Context: an optimization exercise on an open-source flow, tuned for small area, a short achievable clock period and few clock cycles per item. The choices shown serve that exercise and are no tape-out recipe. Only simulation tests tie the RTL to the original design; equivalence was not proved. Power figures rest on the tool's default switching activity, not on a simulated workload.

## run A
==> flow/design.v <==
`default_nettype none
module md_block_padder (
  input  wire logic        clk,
  input  wire logic        rst_n,
  input  wire logic        in_tvalid,
  output logic             in_tready,
  input  wire logic [7:0]  in_tdata,    
  input  wire logic [0:0]  in_tuser,    
  input  wire logic        in_tlast,    
  output logic             out_tvalid,
  input  wire logic        out_tready,
  output logic [39:0]      out_tdata,   
  output logic [0:0]       out_tuser,   
  output logic             out_tlast,   
  input  wire logic        cfg_valid,
  output logic             cfg_ready,
  input  wire logic [0:0]  cfg_data     
);
  localparam logic [1:0] BLK_DATA = 2'd0;   
  localparam logic [1:0] BLK_PAD  = 2'd1;   
  localparam logic [1:0] BLK_MARK = 2'd2;   
  localparam logic [1:0] BLK_LEN  = 2'd3;   
  logic [7:0]  mem [64];
  logic [5:0]  fill_r;      
  logic [54:0] blk_r;       
  logic        binc_r;      
  logic [3:0]  bcy_r;       
  logic        pend_r;      
  logic        job_r;       
  logic [1:0]  jt_r;        
  logic [5:0]  lim_r;       
  logic        jlast_r;     
  logic        jfol_r;      
  logic        jdat_r;      
  logic [3:0]  rp_r;        
  logic [15:0] rh_r;        
  logic [3:0]  wl_r;        
  logic [15:0] ww_r;        
  logic        len_be_r;
  logic        rdy_r;       
  logic        ov_r;
  logic [31:0] od_r;
  logic [3:0]  oi_r;
  logic        ou_r;
  logic        ol_r;
  logic        acc, wr, tl, load;
  logic [5:0]  fill_n1, n_end;
  logic [31:0] word_nxt;
  logic [63:0] bits;
  logic [31:0] len_lo, len_hi;
  logic [31:0] mword;
  logic [3:0]  den, mk;
  logic        ov_n, pend_n, job_n, jlast_n, jfol_n, jdat_n, blk_clr, blk_inc;
  logic [1:0]  jt_n;
  logic [5:0]  fill_n, lim_n;
  logic [3:0]  rp_n;
  logic [15:0] rh_n, ww_n;
  logic [3:0]  wl_n;
  logic        rdy_n;
  assign cfg_ready = 1'b1;
  assign in_tready = rdy_r;
  assign acc       = in_tvalid && rdy_r;
  assign wr        = acc && in_tuser[0];
  assign tl        = acc && in_tlast;
  assign fill_n1   = fill_r + 6'd1;
  assign n_end     = wr ? fill_n1 : fill_r;
  assign load      = job_r && (!ov_r || out_tready);
  assign bits = {blk_r, lim_r, 3'b000};
  always_comb begin
    for (int b = 0; b < 4; b++) begin
      len_lo[8*b +: 8] = len_be_r ? bits[8*(7-b) +: 8] : bits[8*b +: 8];
      len_hi[8*b +: 8] = len_be_r ? bits[8*(3-b) +: 8] : bits[8*(4+b) +: 8];
    end
  end
  always_comb begin
    logic [5:0] pos;
    mword = '0;
    for (int p = 0; p < 64; p++) begin
      mword[8*(p%4) +: 8] = mword[8*(p%4) +: 8] | (mem[p] & {8{rh_r[p/4]}});
    end
    for (int l = 0; l < 4; l++) begin
      pos    = {rp_r, 2'(l)};
      den[l] = (jt_r == BLK_DATA) || ((jt_r != BLK_LEN) && (pos < lim_r));
      mk[l]  = ((jt_r == BLK_PAD) || (jt_r == BLK_MARK)) && (pos == lim_r);
    end
  end
  always_comb begin
    for (int l = 0; l < 4; l++) begin
      word_nxt[8*l +: 8] = (mword[8*l +: 8] & {8{den[l]}}) | {mk[l], 7'd0};
    end
    if ((jt_r == BLK_PAD) || (jt_r == BLK_LEN)) begin
      word_nxt = word_nxt | (len_lo & {32{rh_r[14]}}) | (len_hi & {32{rh_r[15]}});
    end
  end
  always_comb begin
    ov_n    = load || (ov_r && !out_tready);
    pend_n  = pend_r;
    job_n   = job_r;
    jt_n    = jt_r;
    lim_n   = lim_r;
    jlast_n = jlast_r;
    jfol_n  = jfol_r;
    jdat_n  = jdat_r;
    rp_n    = rp_r;
    rh_n    = rh_r;
    fill_n  = fill_r;
    blk_clr = 1'b0;
    blk_inc = 1'b0;
    if (load) begin
      rp_n = rp_r + 4'd1;
      rh_n = {rh_r[14:0], rh_r[15]};
      if (rp_r == 4'd15) begin
        if (jfol_r) begin
          jt_n    = (jt_r == BLK_DATA) ? BLK_PAD : BLK_LEN;
          if (jt_r == BLK_DATA) lim_n = '0;
          jlast_n = 1'b1;
          jfol_n  = 1'b0;
          jdat_n  = 1'b0;
        end else begin
          job_n = 1'b0;
          if ((jt_r == BLK_PAD) || (jt_r == BLK_LEN)) blk_clr = 1'b1;
        end
      end
    end
    if (pend_r && !job_r) begin
      pend_n  = 1'b0;
      job_n   = 1'b1;
      jt_n    = (fill_r[5:3] == 3'd7) ? BLK_MARK : BLK_PAD;
      lim_n   = fill_r;
      jlast_n = (fill_r[5:3] != 3'd7);
      jfol_n  = (fill_r[5:3] == 3'd7);
      jdat_n  = (fill_r != 6'd0);
      fill_n  = '0;
    end
    if (acc) begin
      if (wr) fill_n = fill_n1;
      if (wr && (fill_r == 6'd63)) begin
        blk_inc = 1'b1;
        job_n   = 1'b1;
        jt_n    = BLK_DATA;
        jlast_n = !in_tlast;
        jfol_n  = in_tlast;
        jdat_n  = 1'b1;
      end else if (tl) begin
        if (job_r) begin
          pend_n = 1'b1;
        end else begin
          job_n   = 1'b1;
          jt_n    = (n_end[5:3] == 3'd7) ? BLK_MARK : BLK_PAD;
          lim_n   = n_end;
          jlast_n = (n_end[5:3] != 3'd7);
          jfol_n  = (n_end[5:3] == 3'd7);
          jdat_n  = (n_end != 6'd0);
          fill_n  = '0;
        end
      end
    end
  end
  always_comb begin
    logic x_lt, x_eq, x_m1, x_p1;   
    logic ld, ov1, ws, nj, j1, d1, hz, full;
    logic [1:0] ro;                 
    x_lt = rp_r < fill_r[5:2];
    x_eq = rp_r == fill_r[5:2];
    x_m1 = (rp_r + 4'd1) == fill_r[5:2];
    x_p1 = rp_r == (fill_r[5:2] + 4'd1);
    ws   = wr && (fill_r[1:0] == 2'd3);
    nj   = (wr && (fill_r == 6'd63)) || ((tl || pend_r) && !job_r);
    full = wr ? (fill_r == 6'd62) : (fill_r == 6'd63);
    for (int o = 0; o < 2; o++) begin
      ld  = job_r && (!ov_r || (o == 1));
      ov1 = ld || (ov_r && (o == 0));
      j1  = job_r && !(ld && (rp_r == 4'd15) && !jfol_r);
      d1  = jdat_r && !(ld && (rp_r == 4'd15) && jfol_r);
      case ({ld, ws})
        2'b10:   hz = (x_lt && !x_m1) || (x_m1 && ov1);
        2'b01:   hz = x_lt || x_eq || (x_p1 && ov1);
        default: hz = x_lt || (x_eq && ov1);
      endcase
      if (nj)
        ro[o] = !ov1;
      else
        ro[o] = !(pend_r || (tl && job_r)) && !(j1 && ((d1 && hz) || full));
    end
    rdy_n = out_tready ? ro[1] : ro[0];
  end
  always_comb begin
    wl_n = wl_r;
    ww_n = ww_r;
    if (wr) begin
      wl_n = {wl_r[2:0], wl_r[3]};
      if (wl_r[3]) ww_n = {ww_r[14:0], ww_r[15]};
    end
    if ((pend_r || tl) && !job_r && !(wr && (fill_r == 6'd63))) begin
      wl_n = 4'd1;
      ww_n = 16'd1;
    end
  end
  always_ff @(posedge clk) begin
    for (int p = 0; p < 64; p++) begin
      if (wr && ww_r[p/4] && wl_r[p%4]) mem[p] <= in_tdata;
    end
  end
  always_ff @(posedge clk) begin
    if (load) begin
      od_r <= word_nxt;
      oi_r <= rp_r;
      ou_r <= (jt_r == BLK_PAD) || (jt_r == BLK_LEN);
      ol_r <= jlast_r && rh_r[15];
    end
  end
  always_ff @(posedge clk) begin
    if (!rst_n) begin
      ov_r     <= 1'b0;
      fill_r   <= '0;
      blk_r    <= '0;
      binc_r   <= 1'b0;
      bcy_r    <= '0;
      pend_r   <= 1'b0;
      job_r    <= 1'b0;
      jt_r     <= BLK_DATA;
      lim_r    <= '0;
      jlast_r  <= 1'b0;
      jfol_r   <= 1'b0;
      jdat_r   <= 1'b0;
      rp_r     <= '0;
      rh_r     <= 16'd1;
      wl_r     <= 4'd1;
      ww_r     <= 16'd1;
      rdy_r    <= 1'b0;
      len_be_r <= 1'b0;
    end else begin
      if (cfg_valid) len_be_r <= cfg_data[0];
      ov_r    <= ov_n;
      fill_r  <= fill_n;
      pend_r  <= pend_n;
      job_r   <= job_n;
      jt_r    <= jt_n;
      lim_r   <= lim_n;
      jlast_r <= jlast_n;
      jfol_r  <= jfol_n;
      jdat_r  <= jdat_n;
      rp_r    <= rp_n;
      rh_r    <= rh_n;
      wl_r    <= wl_n;
      ww_r    <= ww_n;
      rdy_r   <= rdy_n;
      binc_r <= blk_inc;
      if (blk_clr) begin
        blk_r <= '0;
        bcy_r <= '0;
      end else begin
        for (int k = 0; k < 5; k++) begin
          if ((k == 0) ? binc_r : bcy_r[k-1]) blk_r[11*k +: 11] <= blk_r[11*k +: 11] + 11'd1;
        end
        for (int k = 0; k < 4; k++) begin
          bcy_r[k] <= ((k == 0) ? binc_r : bcy_r[k-1]) && (&blk_r[11*k +: 11]);
        end
      end
    end
  end
  assign out_tvalid = ov_r;
  assign out_tdata  = {4'h0, oi_r, od_r};
  assign out_tuser  = ou_r;
  assign out_tlast  = ol_r;
endmodule
`default_nettype wire
Settings: LEC_CHECK=0, CAP_MARGIN=20, CORE_MARGIN=2, CORE_UTILIZATION=55, SETUP_SLACK_MARGIN=3.0, SLEW_MARGIN=20; clock period 5.0 ns.
standard.sh (not shown) runs the stock make flow with config.mk's settings and CLKGATE_MAP_FILE= SYNTH_SCRIPT=/design/flow/synth_recipe.tcl, a recipe that flattens the netlist after the stock synthesis.
==> flow/flow/run.sh <==
#!/bin/bash
# The standard layout (standard.sh: the ORFS run, standard synthesis
# unchanged), with these changes: the port buffers are buf_4 cells instead of
# the delay cells buffer_ports picks by default, the resizer may swap a cell
# for one of another footprint, and clock tree synthesis makes larger sink
# clusters (fewer clock buffers) and adds no dummy loads.
# make's full output goes to flow_make.log.
set -euo pipefail
bash standard.sh MATCH_CELL_FOOTPRINT=0 \
  'BUFFER_PORTS_ARGS=-buffer_cell sky130_fd_sc_hd__buf_4' \
  'CTS_ARGS=-sink_clustering_enable -repair_clock_nets -dont_use_dummy_load -sink_clustering_size 24 -sink_clustering_max_diameter 80' \
  finish > flow_make.log 2>&1
test -f out/final.def
Testbench counts of run A, summed over its fixed seeds: cycles 36,349, bytes 33,373.
The following lists how run B was set up differently from run A:
# run A
export LEC_CHECK = 0
export CAP_MARGIN = 20
export CORE_MARGIN = 2
export CORE_UTILIZATION = 55
export SETUP_SLACK_MARGIN = 3.0
export SLEW_MARGIN = 20
create_clock -name core_clock -period 5.0 [get_ports {clk}]
# run B
export LEC_CHECK = 0
export CAP_MARGIN = 20
export CORE_MARGIN = 2
export CORE_UTILIZATION = 40
export SETUP_SLACK_MARGIN = 3.2
export SLEW_MARGIN = 20
create_clock -name core_clock -period 5.0 [get_ports {clk}]
==> flow/flow/run.sh <==
#!/bin/bash
# The standard layout (standard.sh: the ORFS run, standard synthesis
# unchanged), with three changes: the port buffers are buf_4 cells instead of
# the delay cells buffer_ports picks by default, the resizer may swap a cell
# for one of another footprint, and clock tree synthesis adds no dummy loads.
# make's full output goes to flow_make.log.
set -euo pipefail
bash standard.sh MATCH_CELL_FOOTPRINT=0 \
  'BUFFER_PORTS_ARGS=-buffer_cell sky130_fd_sc_hd__buf_4' \
  'CTS_ARGS=-sink_clustering_enable -repair_clock_nets -dont_use_dummy_load' \
  finish > flow_make.log 2>&1
test -f out/final.def
### Flow results
Delta (run B minus run A): design area shows an increase of about 10%; height of the chip +about 17%; share of flip-flops with an asynchronous set or reset after synthesis flat; setup slack now larger.
NOTE: die area in run B exceeds that of run A
Run B has total power above what run A had.
Relative to run A, area growth from synthesis to final layout increased by 12 points in run B.
Going from run A to run B, wire length grows by 7600 µm.
> inputs changed (run B -> run C)
# run B
export LEC_CHECK = 0
export CAP_MARGIN = 20
export CORE_MARGIN = 2
export CORE_UTILIZATION = 40
export SETUP_SLACK_MARGIN = 3.2
export SLEW_MARGIN = 20
create_clock -name core_clock -period 5.0 [get_ports {clk}]
# run C
export LEC_CHECK = 0
export CAP_MARGIN = 20
export CORE_MARGIN = 2
export CORE_UTILIZATION = 40
export SETUP_SLACK_MARGIN = 2.8
export SLEW_MARGIN = 20
create_clock -name core_clock -period 5.0 [get_ports {clk}]
Findings:
- Between run B and run C, the design internal power does not differ in any meaningful way.
- The core of run C is less densely filled than that of run B.
- [run C] routed wire length per instance fell 4.1% relative to run B
- Lower smallest hold slack among run C and run B: run B
- Between run C and run B, the leakage power is lower for run C.
- Compare run C and run B | clock power share lower: run B
- From run B to run C the numbers moved as follows: maximum frequency moved down, initial antenna violation count moved up, number of vias in the routed layout moved down, final routed wirelength across all metal layers moved down.
- Combinational group power delta for run C relative to run B: 31% lower
- Looking at end point of the critical path, the out_tdata[25] result is from run B; the od_r[26]$_DFFE_PP_ one comes from run C.
#### Input delta (run D over run C)
==> flow/flow/run.sh <==
#!/bin/bash
# The standard layout (standard.sh: the ORFS run, standard synthesis
# unchanged), with these changes: the port buffers are buf_4 cells instead of
# the delay cells buffer_ports picks by default, the resizer may swap a cell
# for one of another footprint, and clock tree synthesis makes larger sink
# clusters (fewer clock buffers) and adds no dummy loads.
# make's full output goes to flow_make.log.
set -euo pipefail
bash standard.sh MATCH_CELL_FOOTPRINT=0 \
  'BUFFER_PORTS_ARGS=-buffer_cell sky130_fd_sc_hd__buf_4' \
  'CTS_ARGS=-sink_clustering_enable -repair_clock_nets -dont_use_dummy_load -sink_clustering_size 24 -sink_clustering_max_diameter 80' \
  finish > flow_make.log 2>&1
test -f out/final.def
Results
Leakage power figure (run D vs. run C) decreases by a few percent
On wire length of the first global-routing pass, run D does better than run C.
Re logic depth of the worst path, buffers included: run C was higher than run D.
Going from run C to run D, multi-input gate share of the layout cell area picked up an extra 0.75 points, clock power moved down, wire length now sits lower, met3 usage in global routing now smaller.
Via total after detailed routing | run D below run C
Run D vs. run C: share of the core filled with cells went down by 1.4 points.
diff inputs: run D => run E
# run D
export LEC_CHECK = 0
export CAP_MARGIN = 20
export CORE_MARGIN = 2
export CORE_UTILIZATION = 40
export SETUP_SLACK_MARGIN = 2.8
export SLEW_MARGIN = 20
create_clock -name core_clock -period 5.0 [get_ports {clk}]
# run E
export LEC_CHECK = 0
export CAP_MARGIN = 20
export CORE_MARGIN = 2
export CORE_UTILIZATION = 40
export SETUP_SLACK_MARGIN = 3.0
export SLEW_MARGIN = 20
create_clock -name core_clock -period 5.0 [get_ports {clk}]
Results
From run D to run E the numbers moved as follows: initial antenna violation count shrank by 3, power dissipated by switching net loads up about 1.5%, total of fill cells in the finished design down 1.3%, number of gates on the worst path with buffers counted ~0 delta, register-to-register setup slack picked up an extra 0.16 ns. Routability-driven placement congestion ratio (higher): run E.

==> re-timing with driven ports <==
No port has a modelled driver above. Below, the same layouts with a new extraction and two added sets of constraints. Step 1, drivers: a clkbuf_16 drives clk and a buf_2 each remaining input, both assumed. Step 2 times the ports against the registers' clock, not the clock port: input delays grow and output delays shrink by t, the midpoint of the rising clock arrivals with the driver on. Slacks: ideal / step 1 / step 2; pairs: ideal / step 1.
run | t, ns | slack for setup (ns) | worst register clock-pin slew, ns
run A | 0.626 | 2.824 / 2.768 / 2.364 | 0.10 / 0.10
run B | 0.643 | 2.849 / 2.789 / 2.523 | 0.07 / 0.07
run C | 0.641 | 2.807 / 2.754 / 2.218 | 0.06 / 0.06
run D | 0.618 | 2.803 / 2.741 / 2.258 | 0.10 / 0.10
run E | 0.629 | 2.840 / 2.779 / 2.437 | 0.10 / 0.10
After both steps every run listed still meets setup and hold. For run C, which loses most, drivers alone change the setup slack by -0.053 ns; drivers and shift together by -0.589 ns.
